What follows belongs to an exercise in optimizing a design on an open flow for a short achievable clock period and few clock cycles per item; a production flow would make more cautious choices. Function was checked by simulation only, so behaviour that the tests miss may differ from the original. Power and IR drop assume default switching activity.

[flow/design.v]
package dlx_pkg;
    typedef logic [32-1:0] word_t;
    typedef logic [$clog2(32)-1:0] reg_idx_t;
    typedef enum logic [2:0] {
        ALU_ADD,
        ALU_SUB,
        ALU_AND,
        ALU_OR,
        ALU_XOR,
        ALU_SLL,
        ALU_SRL,
        ALU_SLT
    } alu_op_t;
    typedef enum logic [1:0] {
        FWD_REG = 2'd0,
        FWD_MEM = 2'd1,
        FWD_WB  = 2'd2
    } fwd_sel_t;
    typedef struct packed {
        word_t instr;
        word_t pc;
    } if_id_t;
    typedef struct packed {
        alu_op_t  alu_op;
        word_t    rs1_val;
        word_t    rs2_val;
        word_t    imm;
        logic     use_imm;
        reg_idx_t rs1;
        reg_idx_t rs2;
        reg_idx_t rd;
        logic     reg_write;
        logic     mem_read;
        logic     mem_write;
    } id_ex_t;
    typedef struct packed {
        word_t    alu_result;
        word_t    store_data;
        reg_idx_t rd;
        logic     reg_write;
        logic     mem_read;
        logic     mem_write;
    } ex_mem_t;
    typedef struct packed {
        word_t    result;
        reg_idx_t rd;
        logic     reg_write;
    } mem_wb_t;
endpackage
`timescale 1ns/1ps
module dlx_a22oi (input logic a1, input logic a2, input logic b1, input logic b2, output logic y);
    assign y = ~((a1 & a2) | (b1 & b2));
endmodule
module dlx_nand4 (input logic a, input logic b, input logic c, input logic d, output logic y);
    assign y = ~(a & b & c & d);
endmodule
module dlx_rf_read (
    input  logic [31:0]       sel,
    input  logic [31:0][31:0] regs,
    output logic [31:0]       val
);
    for (genvar k = 0; k < 32; k++) begin : g_bit
        logic [15:0] l1;
        logic [3:0]  l2;
        logic [1:0]  l3;
        for (genvar j = 0; j < 16; j++) begin : g_l1
            dlx_a22oi u (.a1(sel[2*j]), .a2(regs[2*j][k]), .b1(sel[2*j+1]), .b2(regs[2*j+1][k]),
                         .y(l1[j]));
        end
        for (genvar j = 0; j < 4; j++) begin : g_l2
            dlx_nand4 u (.a(l1[4*j]), .b(l1[4*j+1]), .c(l1[4*j+2]), .d(l1[4*j+3]), .y(l2[j]));
        end
        for (genvar j = 0; j < 2; j++) begin : g_l3
            dlx_nor2 u (.a(l2[2*j]), .b(l2[2*j+1]), .y(l3[j]));
        end
        dlx_nand2 u_l4 (.a(l3[0]), .b(l3[1]), .y(val[k]));
    end
endmodule
module register_file (
    input  logic        clk,
    input  logic        arst_n,
    input  logic [31:0] sel_a,
    input  logic [31:0] sel_b,
    output logic [31:0] val_a,
    output logic [31:0] val_b,
    input  logic [31:0] bypass,
    input  logic [31:0] wsel,
    input  logic [31:0] wdata
);
    logic [31:0][31:0] regs;
    always_ff @(posedge clk or negedge arst_n) begin
        if (!arst_n) begin
            regs <= '0;
        end else begin
            for (int i = 1; i < 32; i++) begin
                if (wsel[i]) regs[i] <= wdata;
            end
        end
    end
    logic [31:0][31:0] src;
    always_comb begin
        src    = regs;
        src[0] = bypass;
    end
    dlx_rf_read u_read_a (.sel(sel_a), .regs(src), .val(val_a));
    dlx_rf_read u_read_b (.sel(sel_b), .regs(src), .val(val_b));
endmodule
`timescale 1ns/1ps
module dlx_nand2 (input logic a, input logic b, output logic y);
    assign y = ~(a & b);
endmodule
module dlx_nor2 (input logic a, input logic b, output logic y);
    assign y = ~(a | b);
endmodule
module dlx_inv (input logic a, output logic y);
    assign y = ~a;
endmodule
module dlx_xor2 (input logic a, input logic b, output logic y);
    assign y = a ^ b;
endmodule
module dlx_aoi21 (input logic a1, input logic a2, input logic b1, output logic y);
    assign y = ~((a1 & a2) | b1);
endmodule
module dlx_oai21 (input logic a1, input logic a2, input logic b1, output logic y);
    assign y = ~((a1 | a2) & b1);
endmodule
module dlx_mux2i (input logic a, input logic b, input logic s, output logic y);
    assign y = ~(s ? b : a);
endmodule
module dlx_carry (
    input  logic [31:0] g,
    input  logic [31:0] t,
    input  logic        cin,
    output logic [31:0] c_n
);
    logic [32:0] gl [6];
    logic [32:0] tl [6];
    assign gl[0] = {g, cin};
    assign tl[0] = {t, 1'b0};
    for (genvar l = 1; l <= 5; l++) begin : g_lvl
        localparam int D = 1 << (l - 1);
        for (genvar i = 0; i < 33; i++) begin : g_pos
            if (i < D) begin : g_pass
                dlx_inv u_g (.a(gl[l-1][i]), .y(gl[l][i]));
                assign tl[l][i] = 1'b0;
            end else if (l % 2 == 1) begin : g_odd
                dlx_aoi21 u_g (.a1(tl[l-1][i]), .a2(gl[l-1][i-D]), .b1(gl[l-1][i]), .y(gl[l][i]));
                if (i - D >= D) begin : g_t
                    dlx_nand2 u_t (.a(tl[l-1][i]), .b(tl[l-1][i-D]), .y(tl[l][i]));
                end else begin : g_t0
                    assign tl[l][i] = 1'b1;
                end
            end else begin : g_even
                dlx_oai21 u_g (.a1(tl[l-1][i]), .a2(gl[l-1][i-D]), .b1(gl[l-1][i]), .y(gl[l][i]));
                if (i - D >= D) begin : g_t
                    dlx_nor2 u_t (.a(tl[l-1][i]), .b(tl[l-1][i-D]), .y(tl[l][i]));
                end else begin : g_t0
                    assign tl[l][i] = 1'b0;
                end
            end
        end
    end
    assign c_n = gl[5][31:0];
endmodule
module dlx_fwd #(
    parameter int W = 32
) (
    input  logic [W-1:0] x,
    input  logic         s,
    input  logic [W-1:0] r_n,
    output logic [W-1:0] y
);
    logic [W-1:0] m;
    for (genvar i = 0; i < W; i++) begin : g_bit
        dlx_nand2 u_m (.a(x[i]), .b(s), .y(m[i]));
        dlx_nand2 u_y (.a(m[i]), .b(r_n[i]), .y(y[i]));
    end
endmodule
module dlx_xnor2 (input logic a, input logic b, output logic y);
    assign y = ~(a ^ b);
endmodule
module execute_unit (
    input  logic [31:0] a,
    input  logic [31:0] b,
    input  logic [31:0] rd,
    input  logic [31:0] la,
    input  logic [31:0] lb,
    input  logic        cin,
    input  logic        inv_next,
    output logic [31:0] g,
    output logic [31:0] t,
    output logic [31:0] p,
    output logic [31:0] sum,
    output logic [31:0] sum2,
    output logic [31:0] sum_b,
    output logic        lt
);
    logic [31:0] a_n, b_n, a_n2, b_n2, c_n, pb;
    logic        a31;
    for (genvar i = 0; i < 32; i++) begin : g_bit
        dlx_aoi21  u_an (.a1(la[i]), .a2(rd[i]), .b1(a[i]), .y(a_n[i]));
        dlx_aoi21  u_bn (.a1(lb[i]), .a2(rd[i]), .b1(b[i]), .y(b_n[i]));
        dlx_aoi21  u_an2 (.a1(la[i]), .a2(rd[i]), .b1(a[i]), .y(a_n2[i]));
        dlx_aoi21  u_bn2 (.a1(lb[i]), .a2(rd[i]), .b1(b[i]), .y(b_n2[i]));
        dlx_nor2  u_g  (.a(a_n[i]), .b(b_n[i]), .y(g[i]));
        dlx_nand2 u_t  (.a(a_n[i]), .b(b_n[i]), .y(t[i]));
        dlx_xor2  u_p  (.a(a_n2[i]), .b(b_n2[i]), .y(p[i]));
        dlx_xor2  u_pb (.a(p[i]), .b(inv_next), .y(pb[i]));
        dlx_xnor2 u_s  (.a(p[i]), .b(c_n[i]), .y(sum[i]));
        dlx_xnor2 u_s2 (.a(p[i]), .b(c_n[i]), .y(sum2[i]));
        dlx_xnor2 u_sb (.a(pb[i]), .b(c_n[i]), .y(sum_b[i]));
    end
    dlx_carry u_carry (
        .g   (g),
        .t   (t),
        .cin (cin),
        .c_n (c_n)
    );
    dlx_inv  u_a31 (.a(a_n2[31]), .y(a31));
    dlx_mux2 u_lt  (.a(a31), .b(c_n[31]), .s(p[31]), .y(lt));
endmodule
module dlx_nand2b (input logic a_n, input logic b, output logic y);
    assign y = ~(~a_n & b);
endmodule
module dlx_o221a (input logic a1, input logic a2, input logic b1, input logic b2,
                  input logic c1, output logic y);
    assign y = (a1 | a2) & (b1 | b2) & c1;
endmodule
module dlx_fwd3 #(
    parameter int W = 32
) (
    input  logic [W-1:0] x1,
    input  logic [W-1:0] s1,
    input  logic [W-1:0] x2n,
    input  logic         s2n,
    input  logic [W-1:0] x3n,
    input  logic         s3n,
    input  logic [W-1:0] e_n,
    output logic [W-1:0] y
);
    for (genvar i = 0; i < W; i++) begin : g_bit
        logic m1, m2;
        dlx_nand2 u_m1 (.a(x1[i]), .b(s1[i]), .y(m1));
        dlx_o221a u_m2 (.a1(x2n[i]), .a2(s2n), .b1(x3n[i]), .b2(s3n), .c1(e_n[i]), .y(m2));
        dlx_nand2 u_y  (.a(m1), .b(m2), .y(y[i]));
    end
endmodule
module dlx_shift #(
    parameter bit LEFT = 1
) (
    input  logic [31:0]     a,
    input  logic [4:0][3:0] b,
    output logic [31:0]     y_n
);
    logic [31:0] s [6];
    assign s[0] = a;
    for (genvar l = 0; l < 5; l++) begin : g_lvl
        for (genvar i = 0; i < 32; i++) begin : g_bit
            localparam int J = LEFT ? i - (1 << l) : i + (1 << l);
            if (J < 0 || J > 31) begin : g_zero
                if (l % 2 == 0) begin : g_t
                    dlx_nand2b u (.a_n(b[l][i / 8]), .b(s[l][i]), .y(s[l+1][i]));
                end else begin : g_n
                    dlx_nor2 u (.a(b[l][i / 8]), .b(s[l][i]), .y(s[l+1][i]));
                end
            end else begin : g_mux
                dlx_mux2i u (.a(s[l][i]), .b(s[l][J]), .s(b[l][i / 8]), .y(s[l+1][i]));
            end
        end
    end
    assign y_n = s[5];
endmodule
module dlx_flag (
    input  logic clk,
    input  logic d,
    output logic q
);
    always_ff @(posedge clk) q <= d;
endmodule
module dlx_or2 (input logic a, input logic b, output logic y);
    assign y = a | b;
endmodule
module dlx_mux2 (input logic a, input logic b, input logic s, output logic y);
    assign y = s ? b : a;
endmodule
module dlx_nand3 (input logic a, input logic b, input logic c, output logic y);
    assign y = ~(a & b & c);
endmodule
module dlx_fwd4 #(
    parameter int W = 32
) (
    input  logic [W-1:0] x1,
    input  logic [W-1:0] s1,
    input  logic [W-1:0] x2n,
    input  logic         s2n,
    input  logic [W-1:0] x3n,
    input  logic         s3n,
    input  logic [W-1:0] x4,
    input  logic         s4,
    input  logic [W-1:0] e_n,
    output logic [W-1:0] y
);
    for (genvar i = 0; i < W; i++) begin : g_bit
        logic m1, m2, m3;
        dlx_nand2 u_m1 (.a(x1[i]), .b(s1[i]), .y(m1));
        dlx_o221a u_m2 (.a1(x2n[i]), .a2(s2n), .b1(x3n[i]), .b2(s3n), .c1(e_n[i]), .y(m2));
        dlx_nand2 u_m3 (.a(x4[i]), .b(s4), .y(m3));
        dlx_nand3 u_y  (.a(m1), .b(m2), .c(m3), .y(y[i]));
    end
endmodule
module dlx_a221oi (input logic a1, input logic a2, input logic b1, input logic b2,
                   input logic c1, output logic y);
    assign y = ~((a1 & a2) | (b1 & b2) | c1);
endmodule
module dlx_inc4 (
    input  logic [31:0] a,
    output logic [31:0] y
);
    logic [29:0] pl [6];
    assign pl[0] = a[31:2];
    for (genvar l = 1; l <= 5; l++) begin : g_lvl
        localparam int D = 1 << (l - 1);
        for (genvar p = 0; p < 30; p++) begin : g_pos
            if (p < D) begin : g_pass
                dlx_inv u (.a(pl[l-1][p]), .y(pl[l][p]));
            end else if (l % 2 == 1) begin : g_odd
                dlx_nand2 u (.a(pl[l-1][p]), .b(pl[l-1][p-D]), .y(pl[l][p]));
            end else begin : g_even
                dlx_nor2 u (.a(pl[l-1][p]), .b(pl[l-1][p-D]), .y(pl[l][p]));
            end
        end
    end
    dlx_inv u_y2 (.a(a[2]), .y(y[2]));
    for (genvar p = 1; p < 30; p++) begin : g_sum
        dlx_xnor2 u (.a(a[p+2]), .b(pl[5][p-1]), .y(y[p+2]));
    end
    assign y[1:0] = a[1:0];
endmodule
`timescale 1ns/1ps
module dlx_core (
    input  logic  clk,
    input  logic  arst_n,
    output dlx_pkg::word_t imem_addr,
    input  dlx_pkg::word_t imem_data,
    output dlx_pkg::word_t dmem_addr,
    output dlx_pkg::word_t dmem_wdata,
    output logic  dmem_we,
    input  dlx_pkg::word_t dmem_rdata
);
    logic        stall;
    logic [31:0] pc, pc_inc;
    logic        f_stall;
    dlx_inc4 u_inc (.a(pc), .y(pc_inc));
    always_ff @(posedge clk) begin
        if (!arst_n)       pc <= 32'h0000_0000;
        else if (!f_stall) pc <= pc_inc;
    end
    assign imem_addr = pc;
    logic [5:0]  f_op, f_fn;
    logic [4:0]  f_rs, f_rt, f_dest;
    logic        f_rtype;
    logic        f_add, f_sub, f_and, f_or, f_xor, f_sll, f_srl, f_slt;
    logic        f_addi, f_andi, f_ori, f_xori, f_lw, f_sw;
    logic        f_rvalid, f_valid, f_wr, f_use_b;
    logic [31:0] f_imm;
    logic        f_hit_ea, f_hit_eb, f_hit_ma, f_hit_mb;
    logic [31:0] f_sel_a, f_sel_b;
    logic [31:0] d_wsel, e_wsel;
    logic        d_wr, d_ld, d_st;
    logic        d_stb;
    logic [4:0]  d_dest;
    logic        e_wr, e_ld, e_st;
    logic [4:0]  e_dest;
    assign f_op    = imem_data[31:26];
    assign f_fn    = imem_data[5:0];
    assign f_rs    = imem_data[25:21];
    assign f_rt    = imem_data[20:16];
    assign f_rtype = f_op == 6'h00;
    assign f_add   = f_rtype && f_fn == 6'h20;
    assign f_sub   = f_rtype && f_fn == 6'h22;
    assign f_and   = f_rtype && f_fn == 6'h24;
    assign f_or    = f_rtype && f_fn == 6'h25;
    assign f_xor   = f_rtype && f_fn == 6'h26;
    assign f_sll   = f_rtype && f_fn == 6'h04;
    assign f_srl   = f_rtype && f_fn == 6'h06;
    assign f_slt   = f_rtype && f_fn == 6'h2a;
    assign f_addi  = f_op == 6'h08;
    assign f_andi  = f_op == 6'h0c;
    assign f_ori   = f_op == 6'h0d;
    assign f_xori  = f_op == 6'h0e;
    assign f_lw    = f_op == 6'h23;
    assign f_sw    = f_op == 6'h2b;
    assign f_rvalid = f_add | f_sub | f_and | f_or | f_xor | f_sll | f_srl | f_slt;
    assign f_valid  = f_rvalid | f_addi | f_andi | f_ori | f_xori | f_lw | f_sw;
    assign f_dest   = f_rtype ? imem_data[15:11] : imem_data[20:16];
    assign f_wr     = f_valid && !f_sw && f_dest != 5'd0;
    assign f_use_b  = f_rvalid | f_sw;
    assign f_imm    = {{16{imem_data[15] & ~(f_andi | f_ori | f_xori)}}, imem_data[15:0]};
    assign f_hit_ea = f_valid && d_wr && !stall && f_rs == d_dest;
    assign f_hit_eb = f_use_b && d_wr && !stall && f_rt == d_dest;
    assign f_hit_ma = f_valid && e_wr && f_rs == e_dest && !f_hit_ea;
    assign f_hit_mb = f_use_b && e_wr && f_rt == e_dest && !f_hit_eb;
    assign f_stall  = (d_stb && f_hit_eb && (f_sub || f_slt))
                   || (d_ld && (f_sll || f_srl) && (f_hit_ea || f_hit_eb));
    always_comb begin
        for (int i = 1; i < 32; i++) begin
            f_sel_a[i] = f_rs == 5'(i) && !(e_wsel[i] && !(d_wsel[i] && !stall));
            f_sel_b[i] = f_rt == 5'(i) && !(e_wsel[i] && !(d_wsel[i] && !stall));
        end
        f_sel_a[0] = f_hit_ma;
        f_sel_b[0] = f_hit_mb;
    end
    logic        d_use_imm, d_inv, d_rtype_b;
    logic        d_sum, d_and, d_or, d_xor, d_sll, d_srl, d_slt;
    logic [31:0] d_imm;
    logic        d_hit_ea, d_hit_eb, d_hit_ma, d_hit_mb;
    logic [31:0] d_sel_a, d_sel_b;
    always_ff @(posedge clk or negedge arst_n) begin
        if (!arst_n) begin
            stall <= 1'b0;
            d_wr  <= 1'b0;
            d_ld  <= 1'b0;
            d_st  <= 1'b0;
        end else begin
            stall <= f_stall;
            d_wr  <= f_wr;
            d_ld  <= f_lw;
            d_st  <= f_sw;
        end
    end
    always_ff @(posedge clk) begin
        d_dest    <= f_dest;
        d_use_imm <= !f_rtype;
        d_inv     <= f_sub | f_slt;
        d_rtype_b <= f_rvalid;
        d_sum     <= f_add | f_sub | f_addi | f_lw | f_sw;
        d_and     <= f_and | f_andi;
        d_or      <= f_or | f_ori;
        d_xor     <= f_xor | f_xori;
        d_sll     <= f_sll;
        d_srl     <= f_srl;
        d_slt     <= f_slt;
        d_stb     <= f_sll | f_srl | f_slt | f_lw;
        d_imm     <= f_imm;
        d_hit_ea  <= f_hit_ea;
        d_hit_eb  <= f_hit_eb;
        d_hit_ma  <= f_hit_ma;
        d_hit_mb  <= f_hit_mb;
        d_sel_a   <= f_sel_a;
        d_sel_b   <= f_sel_b;
    end
    always_comb begin
        for (int i = 0; i < 32; i++) d_wsel[i] = d_wr && d_dest == 5'(i);
    end
    logic [31:0] rf_a, rf_b;
    logic [31:0] m_val;
    logic [31:0] m_wsel;
    logic [31:0] d_op_a, d_op_b, d_b_alu;
    register_file register_file_inst (
        .clk    (clk),
        .arst_n (arst_n),
        .sel_a  (d_sel_a),
        .sel_b  (d_sel_b),
        .val_a  (rf_a),
        .val_b  (rf_b),
        .bypass (m_val),
        .wsel   (m_wsel),
        .wdata  (m_val)
    );
    assign d_op_a  = rf_a;
    assign d_op_b  = rf_b;
    assign d_b_alu = d_op_b ^ {32{d_inv}};
    logic [31:0] e_a, e_b, e_s, e_la, e_ra;
    logic [4:0][3:0] e_lb, e_rb;
    logic        e_inv;
    logic [7:0]  e_la_a, e_la_b;
    logic        e_sum, e_and, e_or, e_xor, e_sll, e_srl, e_slt;
    logic        e_ls, e_mem;
    logic        d_fa, d_fb, d_fs;
    assign d_fa = d_hit_ea && !e_ld;
    assign d_fb = d_hit_eb && d_rtype_b && !e_ld;
    assign d_fs = d_hit_eb && !e_ld;
    always_ff @(posedge clk or negedge arst_n) begin
        if (!arst_n) begin
            e_wr   <= 1'b0;
            e_ld   <= 1'b0;
            e_st   <= 1'b0;
            e_wsel <= '0;
        end else if (stall) begin
            e_wr   <= 1'b0;
            e_ld   <= 1'b0;
            e_st   <= 1'b0;
            e_wsel <= '0;
        end else begin
            e_wr   <= d_wr;
            e_ld   <= d_ld;
            e_st   <= d_st;
            e_wsel <= d_wsel;
        end
    end
    logic [31:0] k_g, k_t, k_p, k_sum, k_sum2, k_sumb, k_logic;
    logic [31:0] q_la, q_lb;
    always_comb begin
        for (int i = 0; i < 32; i++) begin
            q_la[i] = e_la_a[i / 4];
            q_lb[i] = e_la_b[i / 4];
        end
    end
    for (genvar k = 0; k < 8; k++) begin : g_lflag
        dlx_flag u_a  (.clk(clk), .d(d_hit_ea && e_ld), .q(e_la_a[k]));
        dlx_flag u_b (.clk(clk), .d(d_hit_eb && d_rtype_b && e_ld), .q(e_la_b[k]));
    end
    logic        k_lt;
    logic [31:0] k_shl_n, k_shr_n;
    execute_unit execute_unit_inst (
        .a        (e_a),
        .b        (e_b),
        .rd       (dmem_rdata),
        .la       (q_la),
        .lb       (q_lb),
        .cin      (e_inv),
        .inv_next (d_inv),
        .g        (k_g),
        .t        (k_t),
        .p        (k_p),
        .sum      (k_sum),
        .sum2     (k_sum2),
        .sum_b    (k_sumb),
        .lt       (k_lt)
    );
    for (genvar l = 0; l < 5; l++) begin : g_amt
        for (genvar k = 0; k < 4; k++) begin : g_cp
            dlx_flag u_l (.clk(clk), .d(n_lb[l]), .q(e_lb[l][k]));
            dlx_flag u_r (.clk(clk), .d(n_rb[l]), .q(e_rb[l][k]));
        end
    end
    dlx_shift #(.LEFT(1)) u_shl (.a(e_la), .b(e_lb), .y_n(k_shl_n));
    dlx_shift #(.LEFT(0)) u_shr (.a(e_ra), .b(e_rb), .y_n(k_shr_n));
    assign k_logic = ({32{e_and}} & k_g)
                   | ({32{e_or}}  & k_t)
                   | ({32{e_xor}} & k_p);
    logic        s_a_sum, s_a_oth, s_a_d;
    logic        s_b_sum, s_b_oth, s_b_d;
    logic        s_s_sum, s_s_oth, s_s_d;
    logic [31:0] x_a, x_r, x_b;
    logic [31:0] v_a, v_b, v_s, v_r;
    logic [31:0] n_a, n_b, n_s, n_la, n_ra, n_r;
    logic [4:0]  n_lb, n_rb;
    logic [31:0] x_s;
    assign s_a_sum = d_fa && e_sum;
    assign s_a_oth = d_fa && !e_sum;
    assign s_a_d   = !d_hit_ea;
    assign s_b_sum = d_fb && e_sum;
    assign s_b_oth = d_fb && !e_sum;
    assign s_b_d   = !(d_hit_eb && d_rtype_b);
    assign s_s_sum = d_fs && e_sum;
    assign s_s_oth = d_fs && !e_sum;
    assign s_s_d   = !d_fs;
    assign x_a = {k_sum[31:1], k_lt};
    assign x_r = {k_sum2[31:1], k_lt};
    assign x_b = {k_sumb[31:1], k_lt};
    always_comb begin
        v_a = {32{s_a_oth}} & k_logic;
        v_b = ({32{s_b_oth}} & (k_logic ^ {32{d_inv}})) | ({32{s_b_d && d_use_imm}} & d_imm);
        v_s = {32{s_s_oth}} & k_logic;
        v_r = {32{!e_sum}} & k_logic;
        v_a[0] = v_a[0] | (s_a_sum & k_sum[0]);
        v_b[0] = v_b[0] | (s_b_sum & k_sumb[0]);
        v_s[0] = v_s[0] | (s_s_sum & k_sum[0]);
        v_r[0] = v_r[0] | (e_sum & !e_ld & k_sum[0]);
    end
    function automatic logic [31:0] sel1(input logic s_sum, input logic s_slt);
        sel1 = {{31{s_sum}}, s_slt};
    endfunction
    dlx_fwd4 #(.W(32)) u_fa (
        .x1 (x_a), .s1 (sel1(s_a_sum, s_a_oth && e_slt)),
        .x2n(k_shl_n), .s2n(!(s_a_oth && e_sll)), .x3n(k_shr_n), .s3n(!(s_a_oth && e_srl)),
        .e_n(~v_a), .x4(d_op_a), .s4(s_a_d),
        .y(n_a));
    dlx_fwd4 #(.W(32)) u_fb (
        .x1 (x_b), .s1 (sel1(s_b_sum, s_b_oth && e_slt)),
        .x2n(k_shl_n), .s2n(!(s_b_oth && e_sll)), .x3n(k_shr_n), .s3n(!(s_b_oth && e_srl)),
        .e_n(~v_b), .x4(d_b_alu), .s4(s_b_d && !d_use_imm),
        .y(n_b));
    dlx_fwd4 #(.W(32)) u_fs (
        .x1 (x_r), .s1 (sel1(s_s_sum, s_s_oth && e_slt)),
        .x2n(k_shl_n), .s2n(!(s_s_oth && e_sll)), .x3n(k_shr_n), .s3n(!(s_s_oth && e_srl)),
        .e_n(~v_s), .x4(d_op_b), .s4(s_s_d),
        .y(n_s));
    dlx_fwd3 #(.W(32)) u_fr (
        .x1 (x_r), .s1 (sel1(e_sum && !e_ld, e_slt)),
        .x2n(k_shl_n), .s2n(!e_sll), .x3n(k_shr_n), .s3n(!e_srl),
        .e_n(~v_r), .y(n_r));
    dlx_fwd4 #(.W(32)) u_fla (
        .x1 (x_a), .s1 (sel1(s_a_sum && d_sll, s_a_oth && e_slt && d_sll)),
        .x2n(k_shl_n), .s2n(!(s_a_oth && e_sll && d_sll)),
        .x3n(k_shr_n), .s3n(!(s_a_oth && e_srl && d_sll)),
        .e_n(~({32{d_sll}} & v_a)), .x4(d_op_a), .s4(s_a_d && d_sll),
        .y(n_la));
    dlx_fwd4 #(.W(5)) u_flb (
        .x1 (x_b[4:0]), .s1 (sel1(s_b_sum && d_sll, s_b_oth && e_slt && d_sll) & 5'h1f),
        .x2n(k_shl_n[4:0]), .s2n(!(s_b_oth && e_sll && d_sll)),
        .x3n(k_shr_n[4:0]), .s3n(!(s_b_oth && e_srl && d_sll)),
        .e_n(~({5{d_sll}} & v_b[4:0])), .x4(d_b_alu[4:0]), .s4(s_b_d && !d_use_imm && d_sll),
        .y(n_lb));
    dlx_fwd4 #(.W(32)) u_fra (
        .x1 (x_a), .s1 (sel1(s_a_sum && d_srl, s_a_oth && e_slt && d_srl)),
        .x2n(k_shl_n), .s2n(!(s_a_oth && e_sll && d_srl)),
        .x3n(k_shr_n), .s3n(!(s_a_oth && e_srl && d_srl)),
        .e_n(~({32{d_srl}} & v_a)), .x4(d_op_a), .s4(s_a_d && d_srl),
        .y(n_ra));
    dlx_fwd4 #(.W(5)) u_frb (
        .x1 (x_b[4:0]), .s1 (sel1(s_b_sum && d_srl, s_b_oth && e_slt && d_srl) & 5'h1f),
        .x2n(k_shl_n[4:0]), .s2n(!(s_b_oth && e_sll && d_srl)),
        .x3n(k_shr_n[4:0]), .s3n(!(s_b_oth && e_srl && d_srl)),
        .e_n(~({5{d_srl}} & v_b[4:0])), .x4(d_b_alu[4:0]), .s4(s_b_d && !d_use_imm && d_srl),
        .y(n_rb));
    always_ff @(posedge clk) begin
        e_dest  <= d_dest;
        e_a     <= n_a;
        e_b     <= n_b;
        e_s     <= n_s;
        e_la    <= n_la;
        e_ra    <= n_ra;
        e_inv   <= d_inv;
        e_sum   <= d_sum;
        e_and   <= d_and;
        e_or    <= d_or;
        e_xor   <= d_xor;
        e_sll   <= d_sll;
        e_srl   <= d_srl;
        e_slt   <= d_slt;
        e_ls    <= d_hit_eb && e_ld;
        e_mem   <= d_ld || d_st;
    end
    assign x_s = e_ls ? dmem_rdata : e_s;
    logic        m_ld;
    logic [31:0] m_res, m_addr, m_wdata;
    logic        m_we;
    always_ff @(posedge clk or negedge arst_n) begin
        if (!arst_n) begin
            m_we   <= 1'b0;
            m_ld   <= 1'b0;
            m_wsel <= '0;
        end else begin
            m_we   <= e_st;
            m_ld   <= e_ld;
            m_wsel <= e_wsel;
        end
    end
    always_ff @(posedge clk) begin
        m_res   <= n_r;
        m_addr  <= {32{e_mem}} & k_sum2;
        m_wdata <= {32{e_st}} & x_s;
    end
    logic [7:0] m_ld_cp;
    for (genvar k = 0; k < 8; k++) begin : g_mld
        dlx_flag u_f (.clk(clk), .d(e_ld), .q(m_ld_cp[k]));
    end
    always_comb begin
        for (int i = 0; i < 32; i++) m_val[i] = m_res[i] | (m_ld_cp[i / 4] & dmem_rdata[i]);
    end
    assign dmem_addr  = m_addr;
    assign dmem_wdata = m_wdata;
    assign dmem_we    = m_we;
endmodule
[flow/run.sh]
#!/bin/bash
# synth_recipe.tcl (not shown) runs the flow's synth.tcl, then flattens the netlist and writes it again
# the make line also repeats each setting of config.mk as NAME=value (left out here)
make -C /OpenROAD-flow-scripts/flow DESIGN_CONFIG=/design/flow/config.mk WORK_HOME=/design/flow/orfs CLKGATE_MAP_FILE= SYNTH_SCRIPT=/design/flow/synth_recipe.tcl finish
[flow/config.mk]
export PLATFORM = sky130hd
export DESIGN_NAME = dlx_core
export DESIGN_NICKNAME = dlx_core
export VERILOG_FILES = /design/flow/design.v
export SDC_FILE = /design/flow/constraint.sdc
export NUM_CORES = 4
export LEC_CHECK = 0
export ABC_CLOCK_PERIOD_IN_PS = 2000
export CAP_MARGIN = 20
export CORE_MARGIN = 2
export CORE_UTILIZATION = 55
export CTS_CLUSTER_DIAMETER = 100
export CTS_CLUSTER_SIZE = 20
export PLACE_DENSITY = 0.7
export SETUP_SLACK_MARGIN = 4.0
export SLEW_MARGIN = 20
export SYNTH_HIERARCHICAL = 1
[flow/constraint.sdc]
create_clock -name core_clock -period 6.0 [get_ports {clk}]
set_input_delay 1.2000 -clock core_clock [delete_from_list [all_inputs] [get_ports {clk}]]
set_output_delay 1.2000 -clock core_clock [all_outputs]
set_load 0.01 [all_outputs]
==> summary.txt <==
Run status
  – Outcome: finished clean

Timing
  – Slew at the pin closest to its max-slew limit: 1.163 ns
  – Fin Setup TNS: 0 ns
  – Worst hold slack: 0.3280 ns
  – Post-layout min period: between 2 and 2.5 ns
  – Final hold viol count: 0
  – RSZ-0062 raised after global routing: true
  – Max frequency: slightly above 0.4 GHz
  – Slack of the critical path: roughly 3.5 ns
  – Max-slew violations: 0
  – Clock skew: about 0.039 ns
  – Tcrit/Tclk final: 0.4145
  – Final setup viols: 0
  – Relative slew slack: 0.2250

CTS
  – H-tree levels: 3
  – Hold-fix buffers at CTS: 0
  – Clock buffer count from CTS: 88
  – Clock-pin slew on the worst setup and hold paths: ~0.090 ns
  – Clk latency of the worst-skew pair: a little under 0.8 ns
  – TritonCTS Sinks: 1,528
  – CTS tree: done
  – Root buffer cell: clkbuf_16
  – CTS Buffer Depth: 3

Worst hold path
  – Hold Startpoint: d_sum
  – WHS Endpoint: e_sum
  – Min-delay worst type: flop to flop
  – Worst hold stages: 0

Routing
  – DR vias: 67,890
  – Met2 Routed Length: 148,400 µm
  – Drt pass-1 iters: 11
  – Avg Vias per Cell: a little over 7
  – Highest metal used: met5
  – # DRC: 0
  – Met3 Routed Length: around 41,000 µm
  – DRT iter0 DRCs: around 8,500
  – Final wirelength: about 340,000 µm
  – Drt wl/cell: 35.65 µm
  – M1 wire length: between 100,000 and 150,000 µm
  – Routed Antenna Nets: 0

Worst setup path
  – CP Capture Type: flop
  – Worst EP required: between 6 and 7 ns
  – Reg2Reg Capture Point: e_b[3]
  – Crit-path max cell delay: between 0.4 and 0.5 ns
  – R2R Setup Slk: approximately 3.5 ns
  – Worst-case reg-to-reg path depth: 10
  – CP Data Arrival Time: between 3 and 4 ns
  – Worst Path Max Fanout: 8
  – Worst Setup Start Kind: flop
  – Critical-path cell list: buf_6 -> mux2i_4 -> mux2i_1 -> mux2i_1 -> mux2i_2 -> mux2i_4 -> buf_12 -> buf_8 -> o221a_1 -> nand3_2
  – Reg2reg start: g_amt[0].g_cp[2].u_r.q
  – Crit path kind: flop to flop
  – Cell with the largest stage delay on the worst path: dfxtp_4

Power and ir drop
  – Pwr Density: 183.2 mW/mm²
  – Tot Pwr: approximately 0.018 W
  – Worst vdd ir: around 220 µV
  – Leakage Power: 39.32 nW

Placed design
  – Routability cong.: around 1.0
  – Placement Cell Area: 0.08854 mm²
  – Pre-CTS setup slack: approximately 1.8 ns
  – Detailed placement HPWL: 211,300 µm
  – Port Buf Inserts: ~160

Floorplanning
  – Initial Utilization: 0.5533
  – Ports: roughly 160
  – Die Ht: 394.7 µm
  – Die area: 0.1558 mm²
  – Die Width: 394.7 µm
  – Floorplan row count: about 140
  – Core ar.: around 0.15 mm²

Cells and area
  – Most flops, register: register_file_inst.regs
  – Max reg flops: roughly 990
  – Area grow syn2layout: 18.84%
  – Layout cell share with drive strength beyond 1: 0.5054
  – Final Cell Area: 0.09977 mm²
  – # nets final: roughly 7,600

Global route
  – Tot GR Track Use: 0.4243
  – Maximum number of pins on one net before global-route repair: roughly 150
  – Via count of the first global-routing pass: about 67,000
  – Overflow after GRT: 0
  – Initial antenna violation count: 18
  – First-pass GRT wire length: just under 500,000 µm

Synthesis
  – Syn nets: slightly above 7,000
  – Yosys warning count: 25
  – Avg Cell Area, Syn: around 12 µm²
  – Gate Count Post-Synth: roughly 7,100
  – Mapped Area: between 0.08 and 0.09 mm²

Job
  – Max Cap Viol: 0
[worst max-delay path: cells and delay by family, from the launching register on]
family / cells / cell delay, ns
mux: 5 / 1.14
flops: 1 / 0.49
buf+inv: 3 / 0.41
compound gates: 1 / 0.21
simple gates: 1 / 0.09
[cell usage in the layout (no fill, tap or decap), types with 26 or more instances in the layout]
master     instances
buf_12            78
dfxtp_1          296
buf_6            150
clkbuf_16         91
nand2_4           40
a22oi_2         1028
o221a_1          194
xnor2_4           41
nor2_2            65
dfrtp_1         1031
mux2_2           606
a222oi_1          32
mux2i_4           66
xor2_1            78
dfrtp_2           28
o21ai_2           26
nand4_1          260
xnor2_2           40
dfxtp_2           70
mux2i_1          223
mux2i_2           34
and2_1            39
buf_4            283
clkbuf_1          31
nor2_4            74
nand3_2           42
inv_1            120
dfxtp_4          100
nand2_2           68
xnor2_1           79
nand2_1          707
a21oi_4          133
a21oi_2           72
nor2_1           236
nand2b_1          53
nand3_1          134
mux2_4           392
buf_2             49
nor2b_1           46
[worst max path at each step]
stage	startpoint	endpoint	slack, ns	depth (start not counted)
2_1_floorplan	imem_data[29]	d_wr	3.10	6
3_3_place_gp	dmem_rdata[10]	e_b[10]	1.84	10
3_5_place_dp	dmem_rdata[10]	e_b[10]	1.82	10
4_1_cts	m_addr[16]	dmem_addr[16]	3.51	1
5_1_grt	g_amt[0].g_cp[2].u_r.q	e_ra[3]	3.48	10
6_report	g_amt[0].g_cp[2].u_r.q	e_b[3]	3.51	10
[area by class of cell]
cell class	count	area, µm²
clock inverters	12	143.9
inverters	152	645.6
flip-flops and latches	1528	36410
multi-input cells	5126	51370
fillers	11420	51950
well taps	2030	2540
diodes	5	12.51
clock buffers	122	2382
repair buffers	604	6265
[timing repair]
action / 4_1_cts / 5_1_grt
hold endpoints to repair: 0 / 0
cloned: 11 / 1
resized for setup: 1715 / 260
buffers inserted: 228 / 77
setup endpoints to repair: 1384 / 536
pin swaps: 244 / 142
[per-stage QoR]
step,instances,util
floorplan,7107,-
global placement,9123,0.5835
detailed placement,9123,0.5835
CTS,9496,0.6448
global route,9578,0.6576
finish,9579,0.6576
[layer usage]
metal  global-route usage  vias up
met5                    0        -
met4               0.2770       16
met3               0.1372     1378
met2               0.6344     4672
met1               0.5266    34480
li1                     -    27340
[power by group]
group | switching [W] | total [W] | internal [W]
registers | 0.000212 | 0.0105 | 0.0103
logic | 0.000819 | 0.00124 | 0.000426
clock network | 0.00371 | 0.00652 | 0.00281
Testbench counts, summed over its fixed seeds: cycles 40,235, instrs 39,888.

## afterwards: timing with drivers on the ports
Ports are ideal in the flow. The routed layout listed here was re-timed in OpenROAD. Step 1: set_driving_cell puts a clkbuf_16 on clk and a buf_2 on each other input, an assumption about the parent block. Step 2, shift: input delay + t, output delay - t, t = (earliest + latest rising clock arrival at the registers) / 2. This alone moves slack from input paths to output paths. a / b / c = ideal ports / drivers / drivers and shift; a / b = the first two.
shift t [ns]: 0.844
setup slack, ns: 3.513 / 3.420 / 2.637
cell pins on the clock port's net: 1
After both steps this run still meets setup and hold. For this run, drivers alone change the setup slack by -0.093 ns; drivers and shift together by -0.876 ns.
